This design comes from an exercise in tuning for small area on the open sky130 flow, not from production work. RTL that was checked went through simulation tests only; none was proved equivalent to the original. No functional check of the RTL was part of run 1. Power and IR drop assume default switching activity.

$ cat run.sh
#!/bin/bash
# synth_recipe.tcl (not shown) runs the flow's synth.tcl, then flattens the netlist and writes it again
# the make line also repeats each setting of config.mk as NAME=value (left out here)
make -C /OpenROAD-flow-scripts/flow DESIGN_CONFIG=/design/flow/config.mk WORK_HOME=/design/flow/orfs CLKGATE_MAP_FILE= SYNTH_SCRIPT=/design/flow/synth_recipe.tcl finish
$ cat config.mk
export PLATFORM = sky130hd
export DESIGN_NAME = udp_stream_top
export DESIGN_NICKNAME = udp_stream_top
export VERILOG_FILES = /design/flow/design.v
export SDC_FILE = /design/flow/constraint.sdc
export NUM_CORES = 4
export LEC_CHECK = 0
export CAP_MARGIN = 20
export CORE_MARGIN = 2
export CORE_UTILIZATION = 40
export SLEW_MARGIN = 20
$ cat constraint.sdc
create_clock -name core_clock -period 10.0 [get_ports {m00_axis_aclk}]
set_input_delay 2.0000 -clock core_clock [delete_from_list [all_inputs] [get_ports {m00_axis_aclk}]]
set_output_delay 2.0000 -clock core_clock [all_outputs]
set_load 0.01 [all_outputs]
$ cat design.v
`default_nettype none
package udp_regs_pkg;
    typedef logic [31:0] reg_data_t;
    typedef logic [5:0]  reg_addr_t;
    typedef enum logic [5:0] {
        REG_SENT_COUNT = 6'h00,   
        REG_TIMER      = 6'h04,   
        REG_DELAY      = 6'h08,
        REG_DST_MAC_LO = 6'h0C,   
        REG_DST_MAC_HI = 6'h10,
        REG_SRC_IP     = 6'h14,
        REG_DST_IP     = 6'h18,
        REG_SRC_PORT   = 6'h1C,
        REG_DST_PORT   = 6'h20
    } reg_addr_e;
    localparam reg_data_t   DEF_DELAY   = 32'd10_000_000;
    localparam logic [47:0] DEF_DST_MAC = 48'hFFFF_FFFF_FFFF;   
    localparam reg_data_t   DEF_SRC_IP  = 32'hC0A8_0463;         
    localparam reg_data_t   DEF_DST_IP  = 32'hC0A8_0401;         
    localparam logic [15:0] DEF_PORT    = 16'hEAE5;              
endpackage
`default_nettype wire
`default_nettype none
package udp_frame_pkg;
    localparam int PAYLOAD_WORDS = 64;
    localparam int HDR_BYTES     = 42;
    localparam int FRAME_BYTES   = HDR_BYTES + 2 * PAYLOAD_WORDS;
    localparam int BEAT_BYTES    = 8;
    localparam int NUM_BEATS     = (FRAME_BYTES + BEAT_BYTES - 1) / BEAT_BYTES;
    localparam int LAST_BYTES = FRAME_BYTES % BEAT_BYTES;
    typedef logic [63:0] axis_data_t;
    typedef logic [7:0]  axis_keep_t;
    typedef logic [4:0]  beat_idx_t;
    localparam axis_keep_t LAST_KEEP =
        (LAST_BYTES == 0) ? 8'hFF : 8'((1 << LAST_BYTES) - 1);
    typedef logic [0:HDR_BYTES-1][7:0] hdr_bytes_t;
    typedef logic [47:0] mac_t;
    typedef logic [31:0] ip_addr_t;
    typedef logic [15:0] udp_port_t;
    localparam mac_t        SRC_MAC       = 48'h001A_2B3C_4D5E;
    localparam logic [15:0] ETH_TYPE_IPV4 = 16'h0800;
    localparam logic [7:0]  IP_VER_IHL    = 8'h45;       
    localparam logic [15:0] IP_ID         = 16'd1;
    localparam logic [15:0] IP_FLAGS      = 16'h4000;    
    localparam logic [7:0]  IP_TTL        = 8'd255;
    localparam logic [7:0]  IP_PROTO_UDP  = 8'd17;
    localparam logic [15:0] IP_TOTAL_LEN = 16'(28 + 2 * PAYLOAD_WORDS);
    localparam logic [15:0] UDP_LEN      = 16'(8 + 2 * PAYLOAD_WORDS);
    typedef enum logic {
        TX_IDLE,
        TX_SEND
    } tx_state_e;
endpackage
`default_nettype wire
`timescale 1ns/1ps
`default_nettype none
module udp_stream_top
(
    input  wire logic      m00_axis_aclk,
    input  wire logic      m00_axis_aresetn,
    input  wire logic      wr_valid,
    input  udp_regs_pkg::reg_addr_t      wr_addr,
    input  udp_regs_pkg::reg_data_t      wr_data,
    output logic           wr_ready,
    input  wire logic      rd_valid,
    input  udp_regs_pkg::reg_addr_t      rd_addr,
    output logic           rd_ready,
    output logic           rdata_valid,
    output udp_regs_pkg::reg_data_t      rdata,
    input  wire logic      rdata_ready,
    output logic           m00_axis_tvalid,
    output udp_frame_pkg::axis_data_t     m00_axis_tdata,
    output udp_frame_pkg::axis_keep_t     m00_axis_tkeep,
    output logic           m00_axis_tlast,
    input  wire logic      m00_axis_tready
);
    logic [31:0] pkt_delay;
    logic [47:0] dst_mac;
    logic [31:0] mac_lo_stage;
    logic [31:0] src_ip, dst_ip;
    logic [15:0] src_port, dst_port;
    logic [31:0] sent_count, timer_count;
    assign wr_ready = 1'b1;
    assign rd_ready = ~rdata_valid;
    always_ff @(posedge m00_axis_aclk or negedge m00_axis_aresetn) begin
        if (!m00_axis_aresetn) begin
            pkt_delay    <= udp_regs_pkg::DEF_DELAY;
            dst_mac      <= udp_regs_pkg::DEF_DST_MAC;
            mac_lo_stage <= udp_regs_pkg::DEF_DST_MAC[31:0];
            src_ip       <= udp_regs_pkg::DEF_SRC_IP;
            dst_ip       <= udp_regs_pkg::DEF_DST_IP;
            src_port     <= udp_regs_pkg::DEF_PORT;
            dst_port     <= udp_regs_pkg::DEF_PORT;
        end else if (wr_valid) begin
            case (wr_addr)
                udp_regs_pkg::REG_DELAY:      pkt_delay    <= wr_data;
                udp_regs_pkg::REG_DST_MAC_LO: mac_lo_stage <= wr_data;
                udp_regs_pkg::REG_DST_MAC_HI: dst_mac      <= {wr_data[15:0], mac_lo_stage};
                udp_regs_pkg::REG_SRC_IP:     src_ip       <= wr_data;
                udp_regs_pkg::REG_DST_IP:     dst_ip       <= wr_data;
                udp_regs_pkg::REG_SRC_PORT:   src_port     <= wr_data[15:0];
                udp_regs_pkg::REG_DST_PORT:   dst_port     <= wr_data[15:0];
                default: ;
            endcase
        end
    end
    logic        rd_take;
    logic [31:0] rd_value;
    assign rd_take = rd_valid & ~rdata_valid;
    always_comb begin
        case (rd_addr)
            udp_regs_pkg::REG_SENT_COUNT: rd_value = sent_count;
            udp_regs_pkg::REG_TIMER:      rd_value = timer_count;
            udp_regs_pkg::REG_DELAY:      rd_value = pkt_delay;
            udp_regs_pkg::REG_DST_MAC_LO: rd_value = dst_mac[31:0];
            udp_regs_pkg::REG_DST_MAC_HI: rd_value = {16'h0000, dst_mac[47:32]};
            udp_regs_pkg::REG_SRC_IP:     rd_value = src_ip;
            udp_regs_pkg::REG_DST_IP:     rd_value = dst_ip;
            udp_regs_pkg::REG_SRC_PORT:   rd_value = {16'h0000, src_port};
            udp_regs_pkg::REG_DST_PORT:   rd_value = {16'h0000, dst_port};
            default:                      rd_value = '0;
        endcase
    end
    always_ff @(posedge m00_axis_aclk or negedge m00_axis_aresetn) begin
        if (!m00_axis_aresetn) begin
            rdata_valid <= 1'b0;
        end else if (rd_take) begin
            rdata_valid <= 1'b1;
        end else if (rdata_ready) begin
            rdata_valid <= 1'b0;
        end
    end
    always_ff @(posedge m00_axis_aclk) begin
        if (rd_take) begin
            rdata <= rd_value;
        end
    end
    logic       start_pend, sending, expire, frame_start, beat_ack, beat_last, first_beat;
    logic [4:0] beat_idx;
    localparam logic [4:0] BEAT_FIRST = 5'd27;
    assign expire      = (pkt_delay != '0) && (timer_count == pkt_delay);
    assign frame_start = start_pend & ~sending;
    assign beat_ack    = sending & m00_axis_tready;
    logic [31:0] timer_next, sent_next;
    always_comb begin
        logic c, s;
        c = 1'b1;
        for (int i = 0; i < 32; i++) begin
            timer_next[i] = (timer_count[i] ^ c) & ~expire;
            c = c & timer_count[i];
        end
        s = beat_ack & first_beat;
        for (int i = 0; i < 32; i++) begin
            sent_next[i] = sent_count[i] ^ s;
            s = s & sent_count[i];
        end
    end
    always_ff @(posedge m00_axis_aclk or negedge m00_axis_aresetn) begin
        if (!m00_axis_aresetn) begin
            timer_count <= '0;
            start_pend  <= 1'b0;
            sending     <= 1'b0;
            sent_count  <= '0;
        end else begin
            timer_count <= timer_next;
            start_pend  <= expire | (start_pend & ~frame_start);
            if (frame_start)
                sending <= 1'b1;
            else if (beat_ack && beat_last)
                sending <= 1'b0;
            sent_count  <= sent_next;
        end
    end
    always_ff @(posedge m00_axis_aclk) begin
        if (frame_start)
            beat_idx <= BEAT_FIRST;
        else if (beat_ack)
            beat_idx <= beat_idx + 5'd1;   
    end
    logic [47:0] h_mac;
    logic [31:0] h_sip, h_dip;
    logic [15:0] h_sport, h_dport;
    always_ff @(posedge m00_axis_aclk) begin
        if (frame_start) begin
            h_mac   <= dst_mac;
            h_sip   <= src_ip;
            h_dip   <= dst_ip;
            h_sport <= src_port;
            h_dport <= dst_port;
        end
    end
    localparam logic [15:0] CS_K = 16'h84AF;
    logic [15:0] cs_a, cs_b, cs_c, cs_d;
    logic [15:0] s1, c1, s2, c2, s3, c3, x, y, r;
    logic [15:0] ip_csum;
    always_comb begin
        logic cy, g;
        cs_a = h_sip[31:16]; cs_b = h_sip[15:0];
        cs_c = h_dip[31:16]; cs_d = h_dip[15:0];
        s1 = cs_a ^ cs_b ^ cs_c;
        c1 = (cs_a & cs_b) | (cs_a & cs_c) | (cs_b & cs_c);
        c1 = {c1[14:0], c1[15]};
        s2 = s1 ^ c1 ^ cs_d;
        c2 = (s1 & c1) | (s1 & cs_d) | (c1 & cs_d);
        c2 = {c2[14:0], c2[15]};
        s3 = s2 ^ c2 ^ CS_K;
        c3 = (s2 & c2) | (s2 & CS_K) | (c2 & CS_K);
        c3 = {c3[14:0], c3[15]};
        x = s3; y = c3;
        g = 1'b0;
        for (int i = 0; i < 16; i++) g = (x[i] & y[i]) | ((x[i] | y[i]) & g);
        cy = g;
        for (int i = 0; i < 16; i++) begin
            r[i] = x[i] ^ y[i] ^ cy;
            cy = (x[i] & y[i]) | ((x[i] ^ y[i]) & cy);
        end
        ip_csum = ~r;
    end
    logic [63:0] beat_data;
    logic bsel0, bsel3, bsel4;
    assign bsel0 = (beat_idx[4] & ~beat_idx[2] & beat_idx[1]);
    assign bsel3 = (beat_idx[4] & beat_idx[1] & ~beat_idx[0]);
    assign bsel4 = (beat_idx[4] & beat_idx[2] & beat_idx[1] & beat_idx[0]);
    assign beat_last = (beat_idx[4] & ~beat_idx[3]);
    assign beat_data[0] = (beat_idx[4] & beat_idx[3] & ~beat_idx[1] & ~beat_idx[0]) | (bsel0 & h_mac[40]) | (bsel3 & ip_csum[8]) | (bsel4 & h_dip[8]);
    assign beat_data[1] = (~beat_idx[4] & beat_idx[0]) | (beat_idx[4] & beat_idx[3] & ~beat_idx[1] & ~beat_idx[0]) | (bsel0 & h_mac[41]) | (bsel3 & ip_csum[9]) | (bsel4 & h_dip[9]);
    assign beat_data[2] = (~beat_idx[4] & ~beat_idx[1] & beat_idx[0]) | (~beat_idx[4] & beat_idx[1] & ~beat_idx[0]) | (bsel0 & h_mac[42]) | (bsel3 & ip_csum[10]) | (bsel4 & h_dip[10]);
    assign beat_data[3] = (beat_idx[2] & ~beat_idx[1] & ~beat_idx[0]) | (~beat_idx[4] & ~beat_idx[2] & beat_idx[1]) | (~beat_idx[2] & ~beat_idx[1] & beat_idx[0]) | (bsel0 & h_mac[43]) | (bsel3 & ip_csum[11]) | (bsel4 & h_dip[11]);
    assign beat_data[4] = (~beat_idx[3] & beat_idx[0]) | (beat_idx[3] & ~beat_idx[2] & ~beat_idx[1] & ~beat_idx[0]) | (~beat_idx[3] & beat_idx[1]) | (~beat_idx[3] & beat_idx[2]) | (bsel0 & h_mac[44]) | (bsel3 & ip_csum[12]) | (bsel4 & h_dip[12]);
    assign beat_data[5] = (~beat_idx[4] & beat_idx[2]) | (~beat_idx[4] & beat_idx[3]) | (~beat_idx[4] & beat_idx[0]) | (beat_idx[4] & ~beat_idx[1] & ~beat_idx[0]) | (~beat_idx[4] & beat_idx[1]) | (bsel0 & h_mac[45]) | (bsel3 & ip_csum[13]) | (bsel4 & h_dip[13]);
    assign beat_data[6] = (~beat_idx[4] & beat_idx[2]) | (~beat_idx[4] & beat_idx[3]) | (~beat_idx[4] & beat_idx[0]) | (beat_idx[4] & ~beat_idx[3]) | (~beat_idx[4] & beat_idx[1]) | (bsel0 & h_mac[46]) | (bsel3 & ip_csum[14]) | (bsel4 & h_dip[14]);
    assign beat_data[7] = (~beat_idx[4] & beat_idx[2]) | (~beat_idx[4] & beat_idx[3]) | (~beat_idx[4] & beat_idx[0]) | (beat_idx[4] & ~beat_idx[3]) | (~beat_idx[4] & beat_idx[1]) | (bsel0 & h_mac[47]) | (bsel3 & ip_csum[15]) | (bsel4 & h_dip[15]);
    assign beat_data[8] = (bsel0 & h_mac[32]) | (bsel3 & ip_csum[0]) | (bsel4 & h_dip[0]);
    assign beat_data[9] = (bsel0 & h_mac[33]) | (bsel3 & ip_csum[1]) | (bsel4 & h_dip[1]);
    assign beat_data[10] = (beat_idx[4] & beat_idx[2] & ~beat_idx[1]) | (bsel0 & h_mac[34]) | (bsel3 & ip_csum[2]) | (bsel4 & h_dip[2]);
    assign beat_data[11] = (beat_idx[4] & beat_idx[2] & ~beat_idx[1]) | (bsel0 & h_mac[35]) | (bsel3 & ip_csum[3]) | (bsel4 & h_dip[3]);
    assign beat_data[12] = (beat_idx[4] & beat_idx[2] & ~beat_idx[1]) | (bsel0 & h_mac[36]) | (bsel3 & ip_csum[4]) | (bsel4 & h_dip[4]);
    assign beat_data[13] = (beat_idx[4] & beat_idx[3] & ~beat_idx[1] & ~beat_idx[0]) | (bsel0 & h_mac[37]) | (bsel3 & ip_csum[5]) | (bsel4 & h_dip[5]);
    assign beat_data[14] = (bsel0 & h_mac[38]) | (bsel3 & ip_csum[6]) | (bsel4 & h_dip[6]);
    assign beat_data[15] = (beat_idx[4] & ~beat_idx[1] & beat_idx[0]) | (bsel0 & h_mac[39]) | (bsel3 & ip_csum[7]) | (bsel4 & h_dip[7]);
    assign beat_data[16] = (beat_idx[4] & beat_idx[3] & ~beat_idx[1] & ~beat_idx[0]) | (bsel0 & h_mac[24]) | (bsel3 & h_sip[24]) | (bsel4 & h_sport[8]);
    assign beat_data[17] = (~beat_idx[4] & beat_idx[0]) | (bsel0 & h_mac[25]) | (bsel3 & h_sip[25]) | (bsel4 & h_sport[9]);
    assign beat_data[18] = (~beat_idx[4] & beat_idx[1]) | (beat_idx[4] & beat_idx[3] & ~beat_idx[1] & ~beat_idx[0]) | (bsel0 & h_mac[26]) | (bsel3 & h_sip[26]) | (bsel4 & h_sport[10]);
    assign beat_data[19] = (~beat_idx[4] & beat_idx[2]) | (beat_idx[2] & ~beat_idx[1] & ~beat_idx[0]) | (bsel0 & h_mac[27]) | (bsel3 & h_sip[27]) | (bsel4 & h_sport[11]);
    assign beat_data[20] = (~beat_idx[4] & beat_idx[3]) | (bsel0 & h_mac[28]) | (bsel3 & h_sip[28]) | (bsel4 & h_sport[12]);
    assign beat_data[21] = (bsel0 & h_mac[29]) | (bsel3 & h_sip[29]) | (bsel4 & h_sport[13]);
    assign beat_data[22] = (beat_idx[4] & beat_idx[3] & ~beat_idx[1] & ~beat_idx[0]) | (bsel0 & h_mac[30]) | (bsel3 & h_sip[30]) | (bsel4 & h_sport[14]);
    assign beat_data[23] = (bsel0 & h_mac[31]) | (bsel3 & h_sip[31]) | (bsel4 & h_sport[15]);
    assign beat_data[24] = (beat_idx[4] & ~beat_idx[1] & beat_idx[0]) | (bsel0 & h_mac[16]) | (bsel3 & h_sip[16]) | (bsel4 & h_sport[0]);
    assign beat_data[25] = (beat_idx[4] & beat_idx[3] & ~beat_idx[1] & ~beat_idx[0]) | (bsel0 & h_mac[17]) | (bsel3 & h_sip[17]) | (bsel4 & h_sport[1]);
    assign beat_data[26] = (beat_idx[4] & beat_idx[3] & ~beat_idx[1] & ~beat_idx[0]) | (bsel0 & h_mac[18]) | (bsel3 & h_sip[18]) | (bsel4 & h_sport[2]);
    assign beat_data[27] = (beat_idx[4] & beat_idx[3] & ~beat_idx[1] & ~beat_idx[0]) | (bsel0 & h_mac[19]) | (bsel3 & h_sip[19]) | (bsel4 & h_sport[3]);
    assign beat_data[28] = (beat_idx[4] & beat_idx[3] & ~beat_idx[1] & ~beat_idx[0]) | (bsel0 & h_mac[20]) | (bsel3 & h_sip[20]) | (bsel4 & h_sport[4]);
    assign beat_data[29] = (bsel0 & h_mac[21]) | (bsel3 & h_sip[21]) | (bsel4 & h_sport[5]);
    assign beat_data[30] = (beat_idx[4] & beat_idx[3] & ~beat_idx[1] & ~beat_idx[0]) | (bsel0 & h_mac[22]) | (bsel3 & h_sip[22]) | (bsel4 & h_sport[6]);
    assign beat_data[31] = (bsel0 & h_mac[23]) | (bsel3 & h_sip[23]) | (bsel4 & h_sport[7]);
    assign beat_data[32] = (~beat_idx[4]) | (bsel0 & h_mac[8]) | (bsel3 & h_sip[8]) | (bsel4 & h_dport[8]);
    assign beat_data[33] = (~beat_idx[4] & ~beat_idx[0]) | (bsel0 & h_mac[9]) | (bsel3 & h_sip[9]) | (bsel4 & h_dport[9]);
    assign beat_data[34] = (~beat_idx[4] & ~beat_idx[1]) | (bsel0 & h_mac[10]) | (bsel3 & h_sip[10]) | (bsel4 & h_dport[10]);
    assign beat_data[35] = (~beat_idx[4] & ~beat_idx[2]) | (beat_idx[4] & beat_idx[3] & ~beat_idx[1] & ~beat_idx[0]) | (bsel0 & h_mac[11]) | (bsel3 & h_sip[11]) | (bsel4 & h_dport[11]);
    assign beat_data[36] = (~beat_idx[4] & ~beat_idx[3]) | (bsel0 & h_mac[12]) | (bsel3 & h_sip[12]) | (bsel4 & h_dport[12]);
    assign beat_data[37] = (~beat_idx[4]) | (bsel0 & h_mac[13]) | (bsel3 & h_sip[13]) | (bsel4 & h_dport[13]);
    assign beat_data[38] = (~beat_idx[4]) | (~beat_idx[1] & beat_idx[0]) | (bsel0 & h_mac[14]) | (bsel3 & h_sip[14]) | (bsel4 & h_dport[14]);
    assign beat_data[39] = (~beat_idx[4]) | (bsel0 & h_mac[15]) | (bsel3 & h_sip[15]) | (bsel4 & h_dport[15]);
    assign beat_data[40] = (bsel0 & h_mac[0]) | (bsel3 & h_sip[0]) | (bsel4 & h_dport[0]);
    assign beat_data[41] = (bsel0 & h_mac[1]) | (bsel3 & h_sip[1]) | (bsel4 & h_dport[1]);
    assign beat_data[42] = (bsel0 & h_mac[2]) | (bsel3 & h_sip[2]) | (bsel4 & h_dport[2]);
    assign beat_data[43] = (bsel0 & h_mac[3]) | (bsel3 & h_sip[3]) | (bsel4 & h_dport[3]);
    assign beat_data[44] = (bsel0 & h_mac[4]) | (bsel3 & h_sip[4]) | (bsel4 & h_dport[4]);
    assign beat_data[45] = (bsel0 & h_mac[5]) | (bsel3 & h_sip[5]) | (bsel4 & h_dport[5]);
    assign beat_data[46] = (bsel0 & h_mac[6]) | (bsel3 & h_sip[6]) | (bsel4 & h_dport[6]);
    assign beat_data[47] = (bsel0 & h_mac[7]) | (bsel3 & h_sip[7]) | (bsel4 & h_dport[7]);
    assign beat_data[48] = (~beat_idx[4]) | (beat_idx[2] & ~beat_idx[1]) | (bsel3 & h_dip[24]);
    assign beat_data[49] = (~beat_idx[4] & beat_idx[0]) | (~beat_idx[1] & beat_idx[0]) | (bsel3 & h_dip[25]);
    assign beat_data[50] = (~beat_idx[4] & beat_idx[1]) | (beat_idx[4] & beat_idx[2] & ~beat_idx[1]) | (bsel3 & h_dip[26]);
    assign beat_data[51] = (~beat_idx[4] & beat_idx[2]) | (beat_idx[2] & ~beat_idx[1] & beat_idx[0]) | (bsel3 & h_dip[27]);
    assign beat_data[52] = (~beat_idx[4] & beat_idx[3]) | (beat_idx[3] & ~beat_idx[1] & beat_idx[0]) | (bsel3 & h_dip[28]);
    assign beat_data[53] = (beat_idx[4] & ~beat_idx[1] & beat_idx[0]) | (bsel3 & h_dip[29]);
    assign beat_data[54] = (beat_idx[4] & beat_idx[2] & ~beat_idx[1]) | (bsel3 & h_dip[30]);
    assign beat_data[55] = (beat_idx[4] & ~beat_idx[1] & beat_idx[0]) | (bsel3 & h_dip[31]);
    assign beat_data[56] = (beat_idx[4] & ~beat_idx[1] & beat_idx[0]) | (bsel3 & h_dip[16]);
    assign beat_data[57] = (beat_idx[4] & ~beat_idx[2] & beat_idx[1]) | (bsel3 & h_dip[17]);
    assign beat_data[58] = (bsel3 & h_dip[18]);
    assign beat_data[59] = (beat_idx[4] & beat_idx[1] & beat_idx[0]) | (bsel3 & h_dip[19]);
    assign beat_data[60] = (beat_idx[4] & ~beat_idx[1] & beat_idx[0]) | (beat_idx[4] & ~beat_idx[2] & beat_idx[1]) | (bsel3 & h_dip[20]);
    assign beat_data[61] = (bsel3 & h_dip[21]);
    assign beat_data[62] = (bsel3 & h_dip[22]);
    assign beat_data[63] = (beat_idx[4] & beat_idx[2] & beat_idx[1] & beat_idx[0]) | (bsel3 & h_dip[23]);
    assign first_beat = bsel0;
    assign m00_axis_tvalid = sending;
    assign m00_axis_tdata  = beat_data;
    assign m00_axis_tkeep  = beat_last ? 8'h03 : 8'hFF;
    assign m00_axis_tlast  = beat_last;
endmodule
`default_nettype wire
==> results of run 1 <==
worst reg2reg max path: cells and delay by family, from the launching register on:
family	cells	cell delay [ns]
flops	1	0.30
xor+xnor	1	0.14
fa+ha+maj	31	6.25
simple gates	3	0.72
buf+inv	2	0.54
cell usage after synthesis, drive strengths merged, types with 33 or more instances:
cell    number  area [sq um]
nand3       40           200
inv         89           334
a22oi      101           758
clkbuf      42           158
ha         110          1380
nor2b       36           225
dfstp      125          3280
mux2       208          2340
buf         41           235
xor2        33           289
a222oi      34           340
nand2       67           251
fa          47           941
dfrtp      150          3750
edfxtp     176          5290
layer usage:
metal	global-route usage	wire length, um
met1	0.326	27400
met4	0.0789	2210
met2	0.381	30100
met5	0	0
met3	0.0404	4470
sequential cells by signal, summed over array words and instances, names as in the netlist, 5 cells and up:
| signal | count |
|---|---|
| dst_mac | 48 |
| h_mac | 48 |
| dst_ip | 32 |
| h_dip | 32 |
| h_sip | 32 |
| mac_lo_stage | 32 |
| pkt_delay | 32 |
| rdata | 32 |
| sent_count | 32 |
| src_ip | 32 |
| timer_count | 32 |
| dst_port | 16 |
| h_dport | 16 |
| h_sport | 16 |
| src_port | 16 |
| beat_idx | 5 |
per-stage QoR:
| stage | hold WS, ns | cell area (sq um) | power, mW | utilization | std cells |
|---|---|---|---|---|---|
| after CTS | 0.466 | 25700 | 5.50 | 0.491 | 2465 |
| after floorplan | 0.440 | 21100 | 2.94 | - | 1497 |
| final | 0.466 | 25800 | 5.46 | 0.493 | 2467 |
| after global placement | 0.448 | 24100 | 3.76 | 0.460 | 2372 |
| after detailed placement | 0.453 | 24100 | 3.78 | 0.460 | 2372 |
| after global routing | 0.482 | 25800 | 5.68 | 0.493 | 2467 |
logic make-up (layout without fill, tap and decap cells):
family | count (synthesis) | after routing | synth area share
AOI/OAI and AO/OA | 226 | 226 | 0.0790
xor gates and xnor gates | 39 | 39 | 0.0162
adders and majority gates | 157 | 157 | 0.110
buffers and inverters | 172 | 454 | 0.0345
DFF | 456 | 456 | 0.589
muxes | 219 | 219 | 0.116
other | 1 | 3 | 0.000178
and+or+nand+nor | 225 | 225 | 0.0549
cells in the final DEF, fill, tap and decap left out, types with 6 or more instances in the layout:
cell type,instances
edfxtp_1,176
clkbuf_8,9
nor2b_1,34
nand2_1,66
a222oi_1,34
nor3_1,8
clkbuf_1,24
fa_2,16
inv_1,78
nor2_1,22
a21oi_1,27
a221o_1,7
ha_1,97
ha_4,10
buf_4,120
o21ai_0,21
xor2_1,33
inv_2,10
clkbuf_16,50
a22oi_1,101
dfrtp_1,150
mux2_2,207
fa_1,31
nor4_1,16
clkdlybuf4s50_1,148
nand4_1,7
nand3_1,40
mux2i_1,11
o211ai_1,6
dfstp_2,125
timing repair:
item	in CTS	in global routing
endpoints found under the hold margin	0	0
gates resized for setup	35	25
endpoints found under the setup margin	7	7
pin swaps	28	8
setup buffers	2	3
power breakdown:
group          internal, mW  total, mW  leakage (nW)  switching, mW
clock                 0.992       1.72         0.733          0.730
sequential             2.14       2.28          4.98          0.135
combinational         0.642       1.45          5.49          0.812
worst max path at each step:
stage | start | slack, ns | to | cells past startpoint
detailed placement | h_sip[28]$_DFFE_PP_ | -1.04 | m00_axis_tdata[7] | 32
finish | h_sip[17]$_DFFE_PP_ | -0.55 | m00_axis_tdata[6] | 33
floorplan | h_sip[28]$_DFFE_PP_ | 0.0005 | m00_axis_tdata[6] | 31
global route | h_sip[17]$_DFFE_PP_ | -0.82 | m00_axis_tdata[5] | 33
global placement | h_sip[28]$_DFFE_PP_ | -0.93 | m00_axis_tdata[7] | 32
CTS | h_dip[16]$_DFFE_PP_ | -0.72 | m00_axis_tdata[6] | 33
area by class of cell:
class,instances,area (sq um)
fillers,4598,26500
well taps,688,861
clock inverters,8,50.0
inverters,89,339
flip-flops and latches,456,12400
clock buffers,83,1470
repair buffers,274,2430
multi-input cells,869,8260
==> impl_metrics.json, run 1 <==
{
  "grt_usage": 0.237,
  "netlist_instances": 1495,
  "power.leakage_nw": 11.2,
  "powerDensity_mw_per_mm2": 211,
  "path_class": "reg -> out",
  "antenna_found_initial": 0,
  "gr-total-overflow": 0,
  "finalSetupViolCount": 3,
  "hold_viol_final": 0,
  "critical_path_required_ns": 8.00,
  "rsz0062_at_grt": "true",
  "synth_edf_count": 176,
  "area_growth_pct": 22.4,
  "crit_fanout": 3,
  "rows": 84,
  "critPathTopFamily": "adder cells",
  "cts_buffer_depth": 3,
  "initial_utilization": 0.403,
  "dp_hpwl_mm": 43.9,
  "synth_area_sq_mm": 0.0211,
  "fin_worst_skew_ns": 0.0202,
  "fp.coreArea_sq_mm": 0.0523,
  "max_stage_delay_ns": 0.56,
  "tns_ns": -1.24,
  "cp-end-kind": "output port",
  "grt_pass1_vias": 14000,
  "r2r_slack_ns": 1.98,
  "cp_slowest_cell": "fa_1",
  "worst_hold_path_type": "reg -> reg",
  "yosysSeqAreaShare": 0.589,
  "antennaDiodeCount": 0,
  "worst_setup_path_start_kind": "register",
  "drtIter0Drc": 1193,
  "gp_congestion": 0.946,
  "so_faults": "negative setup slack",
  "holdPathStages": 0,
  "final.setup.worst_slack_ns": -0.554,
  "drcViolationCount": 0,
  "vias_per_cell": 5.58,
  "fp.dieH_um": 234,
  "ir_drop_uv": 126,
  "cts_made_buffers": 49,
  "hp-start": "dst_ip[8]$_DFFE_PN0P_",
  "cts.clk_slew.worst_paths_ns": 0.06,
  "syn_area_per_cell_sq_um": 14.1,
  "dpl_worst_slack_ns": -1.04,
  "period_needed_ns": 10.55,
  "crit_top_cell": "fa_2",
  "timing.final.crit_share": 1.06,
  "ioPinCount": 159,
  "layout-drive-gt1-share": 0.328,
  "slew_headroom": 0.305,
  "status": "finished with violations",
  "die_area_sq_mm": 0.0546,
  "async_reset_ff_frac": 0.603,
  "hold_path_end": "h_dip[8]$_DFFE_PP_",
  "tightest_slew_ns": 1.04,
  "vias": 13800,
  "wire_per_inst_um": 26.0,
  "drt-total-wl_mm": 64.2,
  "cts.sinks": 456,
  "rr_startpoint": "beat_idx[1]$_SDFFE_PP1P_",
  "cap_violations": 0,
  "synth.distinct_cells": 53,
  "rr_worst_depth": 37,
  "cts_tree": "yes",
  "cts_root_buffer": "clkbuf_16",
  "grt_max_degree": 86,
  "grt_pass1_wl_mm": 93.4,
  "crit_arrival_ns": 8.55,
  "synth_top_flop_cell": "edfxtp_1",
  "worst-path-buf-inv": 8,
  "fmax_ghz": 0.0948,
  "r2r-end": "sent_count[31]$_DFF_PN0_",
  "yosysWarnings": 1,
  "h-tree-depth": 2,
  "ant_nets": 0,
  "clock_latency_ns": 0.59,
  "ys_seq_elements": 456,
  "finalNetCount": 1946,
  "dr.pass1.iters": 7,
  "drv_slew": 0,
  "portBuffers": 155,
  "fp.dieW_um": 234,
  "ctsHoldBuffers": 0
}
==> inputs of run 2 (changes only) <==
--- a/design.v
+++ b/design.v
@@ -192,7 +192,7 @@
     localparam logic [15:0] CS_K = 16'h84AF;
     logic [15:0] cs_a, cs_b, cs_c, cs_d;
     logic [15:0] s1, c1, s2, c2, s3, c3, x, y, r;
-    logic [15:0] ip_csum;
+    logic [15:0] ip_csum, csum_sum;
     always_comb begin
         logic cy, g;
         cs_a = h_sip[31:16]; cs_b = h_sip[15:0];
@@ -214,7 +214,10 @@
             r[i] = x[i] ^ y[i] ^ cy;
             cy = (x[i] & y[i]) | ((x[i] ^ y[i]) & cy);
         end
-        ip_csum = ~r;
+        csum_sum = ~r;
+    end
+    always_ff @(posedge m00_axis_aclk) begin
+        ip_csum <= csum_sum;
     end
     logic [63:0] beat_data;
     logic bsel0, bsel3, bsel4;
==> flow/run.sh (new file) <==
#!/bin/bash
# Standard layout, with two changes: the port buffers are the smallest
# buffer cell, and the clock tree uses small clock buffers in larger
# sink clusters, without dummy loads.
set -euo pipefail
export BUFFER_PORTS_ARGS="-buffer_cell sky130_fd_sc_hd__buf_1"
export CTS_ARGS="-sink_clustering_enable -repair_clock_nets -buf_list sky130_fd_sc_hd__clkbuf_8 -sink_clustering_size 16 -sink_clustering_max_diameter 60 -dont_use_dummy_load"
bash standard.sh > standard_flow.log 2>&1
==> standard.sh (new file) <==
#!/bin/bash
# synth_recipe.tcl (not shown) runs the flow's synth.tcl, then flattens the netlist and writes it again
# the make line also repeats each setting of config.mk as NAME=value (left out here)
make -C /OpenROAD-flow-scripts/flow DESIGN_CONFIG=/design/flow/config.mk WORK_HOME=/design/flow/orfs CLKGATE_MAP_FILE= SYNTH_SCRIPT=/design/flow/synth_recipe.tcl "${@:-finish}"
--- a/config.mk
+++ b/config.mk
@@ -7,5 +7,5 @@
 export LEC_CHECK = 0
 export CAP_MARGIN = 20
 export CORE_MARGIN = 2
-export CORE_UTILIZATION = 40
+export CORE_UTILIZATION = 60
 export SLEW_MARGIN = 20
removed: run.sh
==> run 2 against run 1 <==
Net effect: the run now finishes clean; synthesized cell count grew 5.8%; sequential power rose by 4%; register-to-register slack got worse by 1.3 ns; critical path depth fell by 4; combinational power fell by about 30%; non-clock buffer count shrank 87.
==> impl_metrics.json, run 2 <==
{
  "crit_top_cell": "fa_1",
  "drcViolationCount": 0,
  "grt_usage": 0.343,
  "gr-total-overflow": 0,
  "status": "timing/DRC/antenna clean",
  "initial_utilization": 0.610,
  "rsz0062_at_grt": "false",
  "top_layer": "met5",
  "cts_setup_buffers": 0,
  "cts_root_buffer": "clkbuf_8",
  "worst_hold_path_type": "reg -> reg",
  "r2r-end": "ip_csum[14]$_DFF_P_",
  "yosysSeqAreaShare": 0.587,
  "gp_congestion": 0.942,
  "fmax_ghz": 0.108,
  "grt_pass1_vias": 13500,
  "grt_pass1_wl_mm": 93.2,
  "cp_slowest_cell": "fa_1",
  "portBuffers": 155,
  "antenna_found_initial": 2,
  "fillers": 2741,
  "cap_violations": 0,
  "fin_cells": 2181,
  "grt_max_degree": 77,
  "syn_area_per_cell_sq_um": 13.7,
  "dp_hpwl_mm": 45.4,
  "dr.pass1.iters": 8,
  "holdPathStages": 0,
  "ant_nets": 0,
  "synth_top_flop_cell": "edfxtp_1",
  "path_class": "reg -> reg",
  "power.leakage_nw": 10.3,
  "drv_slew": 0,
  "cts_resized": 0,
  "fin_worst_skew_ns": 0.105,
  "cp-end-kind": "register",
  "antennaDiodeCount": 0,
  "period_needed_ns": 9.27,
  "hp-start": "src_port[12]$_DFFE_PN0P_",
  "cts_buffer_depth": 3,
  "tns_ns": 0,
  "wire_per_inst_um": 29.2,
  "rr_worst_depth": 29,
  "synth_area_sq_mm": 0.0217,
  "drt-total-wl_mm": 63.7,
  "hold_viol_final": 0,
  "worst_setup_path_start_kind": "register",
  "cts.sinks": 472,
  "hold_path_end": "h_sport[12]$_DFFE_PP_",
  "cts.clk_slew.worst_paths_ns": 0.10,
  "max_stage_delay_ns": 0.52,
  "tightest_slew_ns": 1.08,
  "crit_fanout": 3,
  "p_total_mw": 4.32,
  "cts_made_buffers": 38,
  "largest_registers": "dst_mac x48, h_mac x48",
  "vias": 13700,
  "synth.distinct_cells": 58,
  "hold_ws_ns": 0.464,
  "dpl.cell_count": 2143,
  "ctsHoldBuffers": 0,
  "timing.final.crit_share": 0.927,
  "h-tree-depth": 2,
  "finalSetupViolCount": 0,
  "fp.coreArea_sq_mm": 0.0356,
  "final_cell_mix": "176 x mux2_2, 176 x edfxtp_1, 154 x buf_1",
  "fp.dieW_um": 194,
  "netlist_instances": 1582,
  "critical_path_required_ns": 10.51,
  "yosys-top-cells-area": "edfxtp_1 24%, dfrtp_1 17%, dfstp_2 15%",
  "fp.dieH_um": 194,
  "cts_tree": "yes",
  "synth_edf_count": 176,
  "wl_met3_mm": 5.32,
  "r2r_slack_ns": 0.73,
  "area_growth_pct": 7.20,
  "async_reset_ff_frac": 0.583,
  "ir_drop_uv": 294,
  "synthTopCellsByCount": "176 x edfxtp_1, 176 x mux2_2, 150 x dfrtp_1",
  "yosysWarnings": 1,
  "wl_met1_mm": 28.0,
  "die_area_sq_mm": 0.0377,
  "post-route-util": 0.654,
  "slew_headroom": 0.278,
  "vias_per_cell": 6.30,
  "finalNetCount": 1929,
  "yosysTopAreaCell": "edfxtp_1",
  "crit_arrival_ns": 9.78,
  "rows": 69,
  "wl_met2_mm": 27.3,
  "ioPinCount": 159,
  "rr_startpoint": "h_sip[23]$_DFFE_PP_",
  "drtIter0Drc": 1278,
  "yosysTopAreaCellShare": 0.244,
  "layout-drive-gt1-share": 0.228,
  "powerDensity_mw_per_mm2": 186,
  "ys_seq_elements": 472,
  "clock_latency_ns": 0.65
}
-- run 2: cell count changes after synthesis, moves of 16 or more --
cell,before,now
inv_1,88,132
mux2_1,1,33
nand2_1,67,48
dfxtp_1,5,21
o22ai_1,5,26
mux2_2,207,176
-- run 2: per-layer routing --
layer / GRT usage / vias to the layer above
met5: 0 / -
met4: 0.148 / 2
met3: 0.0753 / 117
met2: 0.488 / 626
met1: 0.512 / 7067
li1: - / 5927
-- run 2: worst max path at each step --
stage	from	endpoint	slack (ns)
3_3_place_gp	h_sip[23]$_DFFE_PP_	ip_csum[14]$_DFF_P_	0.86
3_5_place_dp	h_sip[23]$_DFFE_PP_	ip_csum[14]$_DFF_P_	0.76
5_1_grt	h_sip[23]$_DFFE_PP_	ip_csum[14]$_DFF_P_	0.22
2_1_floorplan	h_sip[23]$_DFFE_PP_	ip_csum[14]$_DFF_P_	1.21
4_1_cts	h_sip[23]$_DFFE_PP_	ip_csum[14]$_DFF_P_	0.62
6_report	h_sip[23]$_DFFE_PP_	ip_csum[14]$_DFF_P_	0.73
-- run 2: power by group --
part / leakage (nW) / internal (mW) / total, mW / switching, mW
Combinational: 4.93 / 0.341 / 1.01 / 0.674
Sequential: 5.11 / 2.21 / 2.37 / 0.157
Clock: 0.273 / 0.342 / 0.938 / 0.596
-- run 2: layout make-up --
cell class | instances | area [sq um] | area share
clock buffers | 38 | 523 | 0.0225
well taps | 461 | 577 | 0.0248
inverters | 132 | 495 | 0.0213
repair buffers | 187 | 826 | 0.0355
multi-input cells | 891 | 8100 | 0.348
flip-flops and latches | 472 | 12700 | 0.548
-- run 2: logic make-up (layout without fill, tap and decap cells) --
kind of cell               count (synthesis)  count (layout)  share of synthesized area
AOI/OAI and AO/OA                        242             242                     0.0783
xor gates and xnor gates                  38              38                     0.0153
adders and majority gates                157             157                      0.107
buffers and inverters                    221             357                     0.0429
DFF                                      472             472                      0.587
muxes                                    217             217                      0.112
other                                      1               3                   0.000173
and+or+nand+nor                          234             234                     0.0572
-- run 2: worst max-delay path: cells and delay by family (launching register included) --
kind | cells | cell delay (ns)
buffers and inverters | 6 | 0.40
AOI/OAI and AO/OA | 3 | 0.67
and+or+nand+nor | 1 | 0.35
DFF | 1 | 0.44
adders and majority gates | 19 | 7.29
-- run 2: per-stage QoR --
| stage | instance area [sq um] | worst slack, ns |
|---|---|---|
| 3_5_place_dp | 22700 | 0.759 |
| 2_1_floorplan | 21700 | 1.21 |
| 5_1_grt | 23300 | 0.215 |
| 3_3_place_gp | 22700 | 0.863 |
| 6_report | 23300 | 0.727 |
| 4_1_cts | 23300 | 0.623 |
==> inputs of run 3 (changes only) <==
==> flow/run.sh (replaced) <==
#!/bin/bash
# Standard layout, with two changes: the port buffers are the smallest
# buffer cell, and the clock tree uses small clock buffers in larger
# sink clusters, without dummy loads.
set -euo pipefail
export BUFFER_PORTS_ARGS="-buffer_cell sky130_fd_sc_hd__buf_1"
export RECOVER_POWER=100
export CTS_ARGS="-sink_clustering_enable -repair_clock_nets -buf_list sky130_fd_sc_hd__clkbuf_4 -sink_clustering_size 10 -sink_clustering_max_diameter 50 -dont_use_dummy_load"
bash standard.sh > standard_flow.log 2>&1
==> run 3 against run 2 <==
Net effect: the layout now fails its checks (max-capacitance violations, max-slew violations); clock power fell by 9.3%; register-to-register slack improved by 0.04 ns; cell count rose by 0.87%.
==> impl_metrics.json, run 3 <==
{
  "path_class": "reg -> reg",
  "grt_pass1_vias": 13700,
  "wire_per_inst_um": 29.1,
  "rsz0062_at_grt": "false",
  "cts_made_buffers": 55,
  "slew_headroom": -1.92,
  "cp_slowest_cell": "fa_1",
  "synthAdderAreaFrac": 0.107,
  "worst_hold_path_type": "reg -> reg",
  "fmax_ghz": 0.108,
  "cts_tree": "yes",
  "finalNetCount": 1946,
  "crit_arrival_ns": 9.98,
  "worst_setup_path_start_kind": "register",
  "finalSetupViolCount": 0,
  "cts.clk_slew.worst_paths_ns": 0.11,
  "drt-total-wl_mm": 64.1,
  "ctsHoldBuffers": 0,
  "yosysWarnings": 1,
  "synth_top_family_by_area": "multiplexers",
  "ant_nets": 0,
  "drv_slew": 752,
  "power.leakage_nw": 10.2,
  "fin_worst_skew_ns": 0.0823,
  "crit_fanout": 3,
  "synth_area_sq_mm": 0.0217,
  "yosysTopAreaCell": "edfxtp_1",
  "die_area_sq_mm": 0.0377,
  "powerDensity_mw_per_mm2": 183,
  "fp.dieW_um": 194,
  "drtIter0Drc": 1278,
  "dr.pass1.iters": 5,
  "vias_per_cell": 6.30,
  "netlist_instances": 1582,
  "gr-total-overflow": 0,
  "cts_setup_buffers": 0,
  "dpl_worst_slack_ns": 0.759,
  "synth_xor_xnor_area_share": 0.0153,
  "cts_root_buffer": "clkbuf_4",
  "yosysTopAreaCellShare": 0.244,
  "synth_edf_count": 176,
  "synth_mux_area_frac": 0.112,
  "synth-simple-area-share": 0.0572,
  "hold_viol_final": 0,
  "period_needed_ns": 9.23,
  "tns_ns": 0,
  "timing.final.crit_share": 0.923,
  "final_common_cell": "edfxtp_1",
  "drcViolationCount": 0,
  "max_stage_delay_ns": 0.52,
  "synth.distinct_cells": 58,
  "vias": 13900,
  "hold_ws_ns": 0.438,
  "so_faults": "max-capacitance violations, max-slew violations",
  "crit_top_cell": "fa_1",
  "cap_violations": 17,
  "ys_seq_elements": 472,
  "initial_utilization": 0.610,
  "cp-end-kind": "register",
  "clock_latency_ns": 0.83,
  "area_growth_pct": 6.08,
  "dp_hpwl_mm": 45.4,
  "cts.sinks": 472,
  "fp.coreArea_sq_mm": 0.0356,
  "cts_buffer_depth": 3,
  "gp_congestion": 0.942,
  "synth_compound_area_frac": 0.0783,
  "yosys-top-cells-area": "edfxtp_1 24%, dfrtp_1 17%, dfstp_2 15%",
  "yosysSeqAreaShare": 0.587,
  "status": "finished with violations",
  "grt_max_degree": 77,
  "final_cell_mix": "176 x edfxtp_1, 175 x mux2_2, 151 x buf_1",
  "syn_area_per_cell_sq_um": 13.7,
  "antenna_found_initial": 3,
  "grt_pass1_wl_mm": 93.8,
  "fp.dieH_um": 194,
  "synthTopCellsByCount": "176 x edfxtp_1, 176 x mux2_2, 150 x dfrtp_1",
  "critical_path_required_ns": 10.75,
  "layout-drive-gt1-share": 0.169,
  "tightest_slew_ns": 4.38,
  "final.setup.worst_slack_ns": 0.767,
  "rows": 69,
  "async_reset_ff_frac": 0.583,
  "ioPinCount": 159,
  "cts_resized": 0,
  "h-tree-depth": 2,
  "largest_registers": "dst_mac x48, h_mac x48",
  "portBuffers": 155,
  "grt_usage": 0.346,
  "ir_drop_uv": 283,
  "synth_top_flop_cell": "edfxtp_1"
}
-- run 3: through the flow --
step / util / power, mW / instances / cell area [sq um]
2_1_floorplan: - / 2.94 / 1584 / 21700
3_3_place_gp: 0.639 / 3.38 / 2143 / 22700
3_5_place_dp: 0.639 / 3.40 / 2143 / 22700
4_1_cts: 0.651 / 4.23 / 2198 / 23200
5_1_grt: 0.647 / 4.39 / 2200 / 23000
6_report: 0.647 / 4.22 / 2200 / 23000
-- run 3: kinds of logic after synthesis --
logic type / count (synthesis)
fa+ha+maj: 157
compound gates: 242
buf+inv: 221
mux: 217
xor+xnor: 38
flops: 472
simple gates: 234
other cells: 1
-- run 3: where the power goes --
group          switching, mW  total (mW)  internal (mW)  leakage, nW
Sequential             0.154        2.35           2.20         5.12
Clock                  0.600       0.851          0.251        0.253
Combinational          0.676        1.01          0.335         4.83
-- run 3: final cells by class --
class / instances / area, sq um
Tap cell: 461 / 577
Multi-Input combinational cell: 891 / 8050
Clock buffer: 55 / 413
Timing Repair Buffer: 187 / 743
Fill cell: 2802 / 12500
Sequential cell: 472 / 12700
Inverter: 132 / 495
Antenna cell: 2 / 5.00
-- run 3: worst paths after layout --
check	to	from	cells past startpoint	slack, ns
worst max-delay path	ip_csum[14]$_DFF_P_	h_sip[23]$_DFFE_PP_	29	0.77
worst min-delay path	h_dport[1]$_DFFE_PP_	dst_port[1]$_DFFE_PN0P_	0	0.44
worst max register to register	ip_csum[14]$_DFF_P_	h_sip[23]$_DFFE_PP_	29	0.77
worst min register to register	h_dport[1]$_DFFE_PP_	dst_port[1]$_DFFE_PN0P_	0	0.44
max in group asynchronous	sending$_DFFE_PN0P_	m00_axis_aresetn	2	2.65
min in group asynchronous	sent_count[5]$_DFF_PN0_	m00_axis_aresetn	1	2.23
-- run 3: routing by layer --
metal  wire length (um)  part of all wire  vias up  global-route usage
met2              27800              0.43      683               0.497
met3               5910             0.092      118              0.0805
met5                 13           0.00020        -                   0
met4               2770             0.043        2               0.142
li1                   -                 -     5978                   -
met1              27600              0.43     7073               0.511
-- run 3: critical path: cells and delay by family (launching register included) --
family	cells	cell delay, ns
compound gates	3	0.68
simple gates	1	0.35
fa+ha+maj	19	7.30
buf+inv	6	0.40
flops	1	0.45
==> inputs of run 4 (changes only) <==
--- a/flow/run.sh
+++ b/flow/run.sh
@@ -4,6 +4,5 @@
 # sink clusters, without dummy loads.
 set -euo pipefail
 export BUFFER_PORTS_ARGS="-buffer_cell sky130_fd_sc_hd__buf_1"
-export RECOVER_POWER=100
 export CTS_ARGS="-sink_clustering_enable -repair_clock_nets -buf_list sky130_fd_sc_hd__clkbuf_4 -sink_clustering_size 10 -sink_clustering_max_diameter 50 -dont_use_dummy_load"
 bash standard.sh > standard_flow.log 2>&1
==> run 4 against run 3 <==
Net effect: the run now finishes clean; routed wire length down 0.13%; clock power about the same; sequential share of layout area fell by 0.33 points; critical path type unchanged; area after synthesis unchanged; utilization rose by 0.39 points; critical endpoint unchanged; synthesized cell count unchanged; die area unchanged; clock skew up 0.0055 ns.
==> impl_metrics.json, run 4 <==
{
  "fin_cells": 2200,
  "yosysTopAreaCellShare": 0.244,
  "cts_buffer_depth": 3,
  "yosysTopAreaCell": "edfxtp_1",
  "yosys-top-cells-area": "edfxtp_1 24%, dfrtp_1 17%, dfstp_2 15%",
  "place_area_sq_mm": 0.0227,
  "ant_nets": 0,
  "cts_setup_buffers": 0,
  "synth_edf_count": 176,
  "cp_slowest_cell": "fa_1",
  "cap_violations": 0,
  "crit_top_cell": "fa_1",
  "hold_viol_final": 0,
  "drt-total-wl_mm": 64.0,
  "rsz0062_at_grt": "false",
  "worst_setup_path_start_kind": "register",
  "worst_hold_path_type": "reg -> reg",
  "cts_tree": "yes",
  "holdPathStages": 0,
  "multiInputGateArea_sq_mm": 0.00810,
  "wire_per_inst_um": 29.1,
  "syn_area_per_cell_sq_um": 13.7,
  "rr_worst_depth": 29,
  "intPower_mw": 2.80,
  "netlist_instances": 1582,
  "cts_resized": 0,
  "rows": 69,
  "swShare": 0.338,
  "drcViolationCount": 0,
  "fmax_ghz": 0.108,
  "fp.dieH_um": 194,
  "synth_area_sq_mm": 0.0217,
  "die_area_sq_mm": 0.0377,
  "layout-drive-gt1-share": 0.235,
  "final.setup.worst_slack_ns": 0.758,
  "gr-total-overflow": 0,
  "clock_latency_ns": 0.84,
  "vias_per_cell": 6.30,
  "cts_made_buffers": 55,
  "cp-end-kind": "register",
  "seqCellArea_sq_mm": 0.0127,
  "gp_congestion": 0.942,
  "fp.coreArea_sq_mm": 0.0356,
  "fp.dieW_um": 194,
  "h-tree-depth": 2,
  "tightest_slew_ns": 1.06,
  "ir_drop_uv": 295,
  "synthTopCellsByCount": "176 x edfxtp_1, 176 x mux2_2, 150 x dfrtp_1",
  "period_needed_ns": 9.24,
  "ioPinCount": 159,
  "slew_headroom": 0.293,
  "power_frac_comb": 0.240,
  "drtIter0Drc": 1251,
  "grt_max_degree": 77,
  "power.switching_mw": 1.43,
  "final_area_sq_mm": 0.0232,
  "antenna_found_initial": 3,
  "hold_ws_ns": 0.442,
  "dpl.cell_count": 2143,
  "ctsHoldBuffers": 0,
  "largest_registers": "dst_mac x48, h_mac x48",
  "fin_worst_skew_ns": 0.0878,
  "yosysWarnings": 1,
  "post-route-util": 0.651,
  "dp_hpwl_mm": 45.4,
  "power.leakage_nw": 10.3,
  "tns_ns": 0,
  "crit_arrival_ns": 9.98,
  "yosysSeqAreaShare": 0.587,
  "crit_start": "h_sip[23]$_DFFE_PP_",
  "path_class": "reg -> reg",
  "cts_root_buffer": "clkbuf_4",
  "ys_seq_elements": 472,
  "hp-start": "dst_port[1]$_DFFE_PN0P_",
  "dr.pass1.iters": 6,
  "seqPwrFrac": 0.559,
  "final_cell_mix": "176 x mux2_2, 176 x edfxtp_1, 154 x buf_1",
  "dpl_worst_slack_ns": 0.759,
  "grt_usage": 0.346,
  "r2r-end": "ip_csum[14]$_DFF_P_",
  "clkPwrFrac": 0.201,
  "timing.final.crit_share": 0.924,
  "initial_utilization": 0.610,
  "grt_pass1_vias": 13700,
  "synth.distinct_cells": 58,
  "finalSetupViolCount": 0,
  "synth_top_flop_cell": "edfxtp_1",
  "cts.clk_slew.worst_paths_ns": 0.11,
  "area_growth_pct": 6.72,
  "status": "timing/DRC/antenna clean",
  "r2r_slack_ns": 0.76,
  "max_stage_delay_ns": 0.52,
  "grt_pass1_wl_mm": 93.8,
  "cts.sinks": 472,
  "vias": 13900,
  "critical_path_required_ns": 10.74,
  "portBuffers": 155,
  "drv_slew": 0,
  "powerDensity_mw_per_mm2": 183,
  "crit_fanout": 3,
  "finalNetCount": 1946,
  "fillers": 2775,
  "async_reset_ff_frac": 0.583,
  "hold_path_end": "h_dport[1]$_DFFE_PP_",
  "rr_startpoint": "h_sip[23]$_DFFE_PP_",
  "p_total_mw": 4.23
}
## run 4: layout make-up
type | count | area share
clock buffer | 55 | 0.0178
sequential | 472 | 0.550
timing repair buffer | 187 | 0.0357
antenna | 2 | 0.000216
tap | 461 | 0.0249
inverter | 132 | 0.0214
multi-input combinational | 891 | 0.350
## run 4: worst max path at each step
| stage | end | depth (start not counted) |
|---|---|---|
| after floorplan | ip_csum[14]$_DFF_P_ | 29 |
| after global placement | ip_csum[14]$_DFF_P_ | 29 |
| after detailed placement | ip_csum[14]$_DFF_P_ | 29 |
| after CTS | ip_csum[14]$_DFF_P_ | 29 |
| after global routing | ip_csum[14]$_DFF_P_ | 29 |
| final | ip_csum[14]$_DFF_P_ | 29 |
## run 4: metal layers
metal | track usage | up-vias | wire, um
met3 | 0.0805 | 127 | 5920
met1 | 0.511 | 7024 | 27500
met2 | 0.497 | 721 | 27700
met4 | 0.142 | 2 | 2890
li1 | - | 5987 | -
met5 | 0 | - | 13
## run 4: logic make-up (layout without fill, tap and decap cells)
logic type / Yosys count / after routing / share of synthesized area
simple gates: 234 / 234 / 0.0572
other cells: 1 / 5 / 0.000173
xor+xnor: 38 / 38 / 0.0153
mux: 217 / 217 / 0.112
compound gates: 242 / 242 / 0.0783
flops: 472 / 472 / 0.587
fa+ha+maj: 157 / 157 / 0.107
buf+inv: 221 / 374 / 0.0429
## run 4: power by group through the flow
stage	clock network (mW)	registers, mW	logic [mW]
2_1_floorplan	0	2.33	0.609
3_3_place_gp	0	2.39	0.989
3_5_place_dp	0	2.40	1.00
4_1_cts	0.868	2.36	1.00
5_1_grt	0.941	2.38	1.09
6_report	0.850	2.37	1.02
## run 4: worst max-delay path, delay by kind of cell, from the launching register on
family	cells	cell delay [ns]
DFF	1	0.45
and+or+nand+nor	1	0.35
adders and majority gates	19	7.29
AOI/OAI and AO/OA	3	0.68
buffers and inverters	6	0.40
==> inputs of run 5 (changes only) <==
--- a/design.v
+++ b/design.v
@@ -192,9 +192,9 @@
     localparam logic [15:0] CS_K = 16'h84AF;
     logic [15:0] cs_a, cs_b, cs_c, cs_d;
     logic [15:0] s1, c1, s2, c2, s3, c3, x, y, r;
-    logic [15:0] ip_csum, csum_sum;
+    logic [15:0] ip_csum, gk, pk;
     always_comb begin
-        logic cy, g;
+        logic gp, pp;
         cs_a = h_sip[31:16]; cs_b = h_sip[15:0];
         cs_c = h_dip[31:16]; cs_d = h_dip[15:0];
         s1 = cs_a ^ cs_b ^ cs_c;
@@ -207,17 +207,17 @@
         c3 = (s2 & c2) | (s2 & CS_K) | (c2 & CS_K);
         c3 = {c3[14:0], c3[15]};
         x = s3; y = c3;
-        g = 1'b0;
-        for (int i = 0; i < 16; i++) g = (x[i] & y[i]) | ((x[i] | y[i]) & g);
-        cy = g;
+        gp = 1'b0;
+        pp = 1'b1;
         for (int i = 0; i < 16; i++) begin
-            r[i] = x[i] ^ y[i] ^ cy;
-            cy = (x[i] & y[i]) | ((x[i] ^ y[i]) & cy);
-        end
-        csum_sum = ~r;
-    end
-    always_ff @(posedge m00_axis_aclk) begin
-        ip_csum <= csum_sum;
+            gk[i] = gp;
+            pk[i] = pp;
+            gp = (x[i] & y[i]) | ((x[i] ^ y[i]) & gp);
+            pp = pp & (x[i] ^ y[i]);
+        end
+        for (int i = 0; i < 16; i++)
+            r[i] = x[i] ^ y[i] ^ (gk[i] | (pk[i] & gp));
+        ip_csum = ~r;
     end
     logic [63:0] beat_data;
     logic bsel0, bsel3, bsel4;
--- a/config.mk
+++ b/config.mk
@@ -7,5 +7,6 @@
 export LEC_CHECK = 0
 export CAP_MARGIN = 20
 export CORE_MARGIN = 2
-export CORE_UTILIZATION = 60
+export CORE_UTILIZATION = 72
+export GPL_TIMING_DRIVEN = 0
 export SLEW_MARGIN = 20
==> run 5 against run 4 <==
Net effect: global-route usage grew 8.3 points; area after synthesis shrank 3.4%; routed wire length grew 1.3%; setup slack gained 0.79 ns; sequential power shrank 4%; clock power shrank 6.6%; fmax grew 9.3%; combinational power grew 32%; first-iteration DRC count grew 74%; cell count shrank 4.0%; register-to-register slack gained 0.79 ns; highest routed layer is now met4.
==> impl_metrics.json, run 5 <==
{
  "final_cell_mix": "209 x mux2_2, 176 x edfxtp_1, 164 x buf_1",
  "clock_latency_ns": 0.74,
  "synth_mux_area_frac": 0.115,
  "dpl.cell_count": 2058,
  "yosysTopAreaCell": "edfxtp_1",
  "timing.final.crit_share": 0.845,
  "rsz0062_at_grt": "false",
  "synthAdderAreaFrac": 0.0882,
  "power.switching_mw": 1.60,
  "hold_ws_ns": 0.483,
  "cp_slowest_cell": "buf_1",
  "crit_arrival_ns": 9.08,
  "cts_root_buffer": "clkbuf_4",
  "synth_compound_area_frac": 0.0943,
  "seqCellArea_sq_mm": 0.0124,
  "hold_viol_final": 0,
  "antenna_found_initial": 1,
  "yosysWarnings": 1,
  "fp.dieW_um": 175,
  "drt-total-wl_mm": 64.9,
  "status": "timing/DRC/antenna clean",
  "synth.distinct_cells": 63,
  "ys_seq_elements": 456,
  "worst_setup_path_start_kind": "register",
  "max_stage_delay_ns": 0.54,
  "tightest_slew_ns": 1.11,
  "ioPinCount": 159,
  "netlist_instances": 1507,
  "fmax_ghz": 0.118,
  "cts_buffer_depth": 3,
  "seqPwrFrac": 0.516,
  "holdPathStages": 1,
  "crit_top_cell": "ha_1",
  "power.leakage_nw": 9.78,
  "layout-drive-gt1-share": 0.243,
  "vias": 14900,
  "vias_per_cell": 7.05,
  "synth_top_family_by_area": "multiplexers",
  "final_common_cell": "mux2_2",
  "async_reset_ff_frac": 0.603,
  "cap_violations": 0,
  "dp_hpwl_mm": 49.2,
  "synth_area_sq_mm": 0.0210,
  "gr-total-overflow": 0,
  "die_area_sq_mm": 0.0305,
  "grt_pass1_wl_mm": 94.1,
  "initial_utilization": 0.731,
  "syn_area_per_cell_sq_um": 13.9,
  "wire_per_inst_um": 30.7,
  "fin_worst_skew_ns": 0.132,
  "area_growth_pct": 8.32,
  "synth_xor_xnor_area_share": 0.0155,
  "yosysTopAreaCellShare": 0.252,
  "cp-end-kind": "register",
  "critical_path_required_ns": 10.63,
  "period_needed_ns": 8.45,
  "fillers": 1632,
  "cts_tree": "yes",
  "crit_fanout": 10,
  "drv_slew": 0,
  "yosys-top-cells-area": "edfxtp_1 25%, dfrtp_1 18%, dfstp_2 16%",
  "fin_cells": 2112,
  "ant_nets": 0,
  "clkPwrFrac": 0.179,
  "rr_worst_depth": 36,
  "path_class": "reg -> reg",
  "grt_pass1_vias": 14500,
  "dr.pass1.iters": 10,
  "fp.coreArea_sq_mm": 0.0287,
  "multiInputGateArea_sq_mm": 0.00796,
  "cts_resized": 0,
  "gp_congestion": 0.984,
  "synth_edf_count": 176,
  "largest_registers": "dst_mac x48, h_mac x48",
  "worst_hold_path_type": "reg -> reg",
  "swShare": 0.361,
  "cts.sinks": 456,
  "rows": 62,
  "ctsHoldBuffers": 0,
  "finalNetCount": 1906,
  "cts_made_buffers": 52,
  "synth_most_common_cell": "mux2_2",
  "intPower_mw": 2.83,
  "synthTopCellsByCount": "209 x mux2_2, 176 x edfxtp_1, 150 x dfrtp_1",
  "power_frac_comb": 0.305,
  "grt_usage": 0.429,
  "synth_top_flop_cell": "edfxtp_1",
  "finalSetupViolCount": 0,
  "cts_setup_buffers": 0,
  "ir_drop_uv": 142,
  "synth-simple-area-share": 0.0651,
  "portBuffers": 154,
  "grt_max_degree": 92,
  "yosysSeqAreaShare": 0.592,
  "fp.dieH_um": 175,
  "drcViolationCount": 0,
  "h-tree-depth": 2,
  "powerDensity_mw_per_mm2": 195,
  "cts.clk_slew.worst_paths_ns": 0.10,
  "slew_headroom": 0.262,
  "drtIter0Drc": 2181
}
run 5: path summary, 6_finish.rpt:
| kind | slack (ns) | from | to |
|---|---|---|---|
| min in group asynchronous | 1.31 | m00_axis_aresetn | sent_count[13]$_DFF_PN0_ |
| hold reg to reg | 0.48 | sent_count[31]$_DFF_PN0_ | sent_count[31]$_DFF_PN0_ |
| hold / removal | 0.48 | sent_count[31]$_DFF_PN0_ | sent_count[31]$_DFF_PN0_ |
| setup reg to reg | 1.55 | beat_idx[2]$_SDFFE_PP0P_ | sent_count[31]$_DFF_PN0_ |
| max in group asynchronous | 7.53 | m00_axis_aresetn | dst_mac[19]$_DFFE_PN1P_ |
| setup / recovery | 1.55 | beat_idx[2]$_SDFFE_PP0P_ | sent_count[31]$_DFF_PN0_ |
run 5: critical path, delay by kind of cell (launching register included):
kind / cells / cell delay (ns)
fa+ha+maj: 31 / 6.18
buf+inv: 3 / 1.45
simple gates: 1 / 0.32
flops: 1 / 0.31
xor+xnor: 1 / 0.14
run 5: cell type report:
type,count,share of cell area
diodes,2,0.000220
plain buffers,86,0.0159
clock buffers,52,0.0172
inverters,68,0.0116
multi-input cells,899,0.350
flip-flops and latches,456,0.547
well taps,384,0.0211
repair buffers,165,0.0368
run 5: routing by layer:
metal	track usage	wire [um]	up-vias
met5	0	0	-
met4	0.198	3380	0
met3	0.128	8910	210
met2	0.639	29000	1250
met1	0.591	23500	7323
li1	-	-	6117
run 5: cells by family after synthesis:
kind of cell	count (synthesis)
other cells	1
compound gates	244
xor+xnor	37
simple gates	272
buf+inv	154
flops	456
fa+ha+maj	128
mux	215
run 5: power by group through the flow:
stage | Clock, mW | Sequential, mW | Combinational (mW)
after floorplan | 0 | 2.26 | 0.750
after global placement | 0 | 2.30 | 1.26
after detailed placement | 0 | 2.31 | 1.30
after CTS | 0.792 | 2.27 | 1.31
after global routing | 0.866 | 2.29 | 1.42
final | 0.794 | 2.28 | 1.35
run 5: stage by stage:
stage / utilization / setup slack, ns / instance area, sq um / total power [mW] / TNS (ns)
6_report: 0.792 / 1.55 / 22700 / 4.43 / 0
5_1_grt: 0.791 / 1.35 / 22700 / 4.58 / 0
4_1_cts: 0.791 / 1.66 / 22700 / 4.38 / 0
3_5_place_dp: 0.778 / 1.12 / 22300 / 3.61 / 0
3_3_place_gp: 0.768 / -6.35 / 22000 / 3.55 / -1210.21
2_1_floorplan: - / 2.32 / 21000 / 3.01 / 0
==> inputs of run 6 (changes only) <==
--- a/config.mk
+++ b/config.mk
@@ -7,6 +7,6 @@
 export LEC_CHECK = 0
 export CAP_MARGIN = 20
 export CORE_MARGIN = 2
-export CORE_UTILIZATION = 72
+export CORE_UTILIZATION = 60
 export GPL_TIMING_DRIVEN = 0
 export SLEW_MARGIN = 20
==> run 6 against run 5 <==
Net effect: final area grew 0.56%; global-route usage shrank 6.3 points; fmax shrank 1.1%; clock skew shrank 0.087 ns; critical endpoint unchanged; highest routed layer is now met5.
==> impl_metrics.json, run 6 <==
{
  "status": "timing/DRC/antenna clean",
  "critical_path_required_ns": 10.66,
  "crit_arrival_ns": 9.20,
  "async_reset_ff_frac": 0.603,
  "clock_latency_ns": 0.81,
  "portBuffers": 154,
  "r2r_slack_ns": 1.45,
  "h-tree-depth": 2,
  "yosysWarnings": 1,
  "gp_congestion": 0.969,
  "final_common_cell": "mux2_2",
  "yosysTopAreaCell": "edfxtp_1",
  "yosysTopAreaCellShare": 0.252,
  "grt_pass1_vias": 14200,
  "cts_made_buffers": 52,
  "grt_pass1_wl_mm": 94.7,
  "antenna_found_initial": 4,
  "grt_usage": 0.366,
  "rsz0062_at_grt": "false",
  "tightest_slew_ns": 1.12,
  "cts.clk_slew.worst_paths_ns": 0.11,
  "ant_nets": 0,
  "rows": 68,
  "dpl_worst_slack_ns": 1.18,
  "slew_headroom": 0.254,
  "clkPwrFrac": 0.183,
  "crit_fanout": 10,
  "tns_ns": 0,
  "ctsHoldBuffers": 0,
  "yosysSeqAreaShare": 0.592,
  "layout-drive-gt1-share": 0.244,
  "rr_worst_depth": 36,
  "cts_buffer_depth": 3,
  "initial_utilization": 0.609,
  "dr.pass1.iters": 8,
  "cap_violations": 0,
  "synth_edf_count": 176,
  "finalNetCount": 1907,
  "period_needed_ns": 8.55,
  "power_frac_comb": 0.301,
  "synth_most_common_cell": "mux2_2",
  "ir_drop_uv": 129,
  "cts_root_buffer": "clkbuf_4",
  "cts_tree": "yes",
  "synthTopCellsByCount": "209 x mux2_2, 176 x edfxtp_1, 150 x dfrtp_1",
  "power.switching_mw": 1.59,
  "path_class": "reg -> reg",
  "final_cell_mix": "209 x mux2_2, 176 x edfxtp_1, 164 x buf_1",
  "fmax_ghz": 0.117,
  "final.setup.worst_slack_ns": 1.45,
  "vias_per_cell": 6.59,
  "fp.dieH_um": 191,
  "die_area_sq_mm": 0.0365,
  "synth.distinct_cells": 63,
  "cp-end-kind": "register",
  "crit_top_cell": "ha_1",
  "rr_startpoint": "beat_idx[2]$_SDFFE_PP0P_",
  "dp_hpwl_mm": 49.6,
  "yosys-top-cells-area": "edfxtp_1 25%, dfrtp_1 18%, dfstp_2 16%",
  "area_growth_pct": 8.93,
  "swShare": 0.360,
  "grt_max_degree": 74,
  "syn_area_per_cell_sq_um": 13.9,
  "r2r-end": "sent_count[31]$_DFF_PN0_",
  "post-route-util": 0.663,
  "netlist_instances": 1507,
  "synth_top_flop_cell": "edfxtp_1",
  "synth_area_sq_mm": 0.0210,
  "fp.coreArea_sq_mm": 0.0345,
  "timing.final.crit_share": 0.855,
  "max_stage_delay_ns": 0.54
}
==> run 6: cell types whose count changed in the layout (fill, tap and decap cells not counted), sizes merged <==
| cell | change |
|---|---|
| diode | +5 |
| buf | +1 |
==> run 6: how the worst max path moves through the flow <==
stage | from | endpoint | slack [ns] | cells past startpoint
floorplan | m00_axis_tready | sent_count[31]$_DFF_PN0_ | 2.32 | 34
global placement | m00_axis_aresetn | dst_ip[20]$_DFFE_PN0P_ | -6.86 | 1
detailed placement | m00_axis_tready | sent_count[31]$_DFF_PN0_ | 1.18 | 35
CTS | beat_idx[2]$_SDFFE_PP0P_ | sent_count[31]$_DFF_PN0_ | 1.54 | 36
global route | beat_idx[2]$_SDFFE_PP0P_ | sent_count[31]$_DFF_PN0_ | 1.10 | 36
finish | beat_idx[2]$_SDFFE_PP0P_ | sent_count[31]$_DFF_PN0_ | 1.45 | 36
==> run 6: layer usage <==
layer	GRT usage	part of all wire
met5	0	0.00020
met2	0.538	0.44
met1	0.523	0.41
met4	0.151	0.043
met3	0.0903	0.11
==> run 6: cells by family after synthesis <==
| logic type | share of synthesized area |
|---|---|
| buffers and inverters | 0.0294 |
| adder cells (fa/ha/maj) | 0.0882 |
| AND/OR/NAND/NOR | 0.0651 |
| XOR/XNOR | 0.0155 |
| multiplexers | 0.115 |
| AO/OA/AOI/OAI | 0.0943 |
| other | 0.000179 |
| flip-flops | 0.592 |
==> run 6: area by class of cell <==
type	count	area, sq um
sequential	456	12400
fill	2610	11600
multi-input combinational	899	7970
timing repair buffer	166	857
tap	455	569
clock buffer	52	390
buffer	86	362
inverter	68	263
antenna	7	17.5
==> run 6: metrics by stage <==
step | total power [mW] | cells | hold WS (ns)
finish | 4.42 | 2189 | 0.472
detailed placement | 3.61 | 2130 | 0.454
floorplan | 3.01 | 1509 | 0.441
global route | 4.61 | 2188 | 0.453
CTS | 4.40 | 2182 | 0.445
global placement | 3.57 | 2118 | 0.453
==> run 6: worst max-delay path: cells and delay by family, from the launching register on <==
family,cells,cell delay [ns]
adder cells (fa/ha/maj),31,6.13
flip-flops,1,0.32
XOR/XNOR,1,0.14
buffers and inverters,3,1.42
AND/OR/NAND/NOR,1,0.34
==> run 6: power groups by stage <==
stage,combinational (mW),clock (mW),sequential [mW]
finish,1.33,0.810,2.28
global route,1.42,0.893,2.29
CTS,1.31,0.821,2.27
detailed placement,1.30,0,2.31
global placement,1.27,0,2.30
floorplan,0.750,0,2.26

[re-timing with driven ports]
The flow's constraints put no driver on any port. The routed layouts listed below were extracted and timed again, unchanged, in two steps.
Step 1 sets driving cells, clkbuf_16 on the clock port and buf_2 on the other inputs (assumed; they add their load-dependent delay and slew).
Step 2 times the ports against the registers' clock, not the clock port: input delays grow and output delays shrink by t, the midpoint of the rising clock arrivals with the driver on.
a / b / c = no drivers / after step 1 / after step 2; a / b = the first two.
run	t (ns)	slack for setup (ns)
run 1	0.635	-0.554 / -0.611 / 0.023
run 2	0.650	0.727 / 0.727 / 0.727
run 3	0.845	0.767 / 0.767 / 0.767
run 4	0.847	0.758 / 0.758 / 0.758
run 5	0.726	1.547 / 1.547 / 1.123
run 6	0.836	1.454 / 1.454 / 1.093
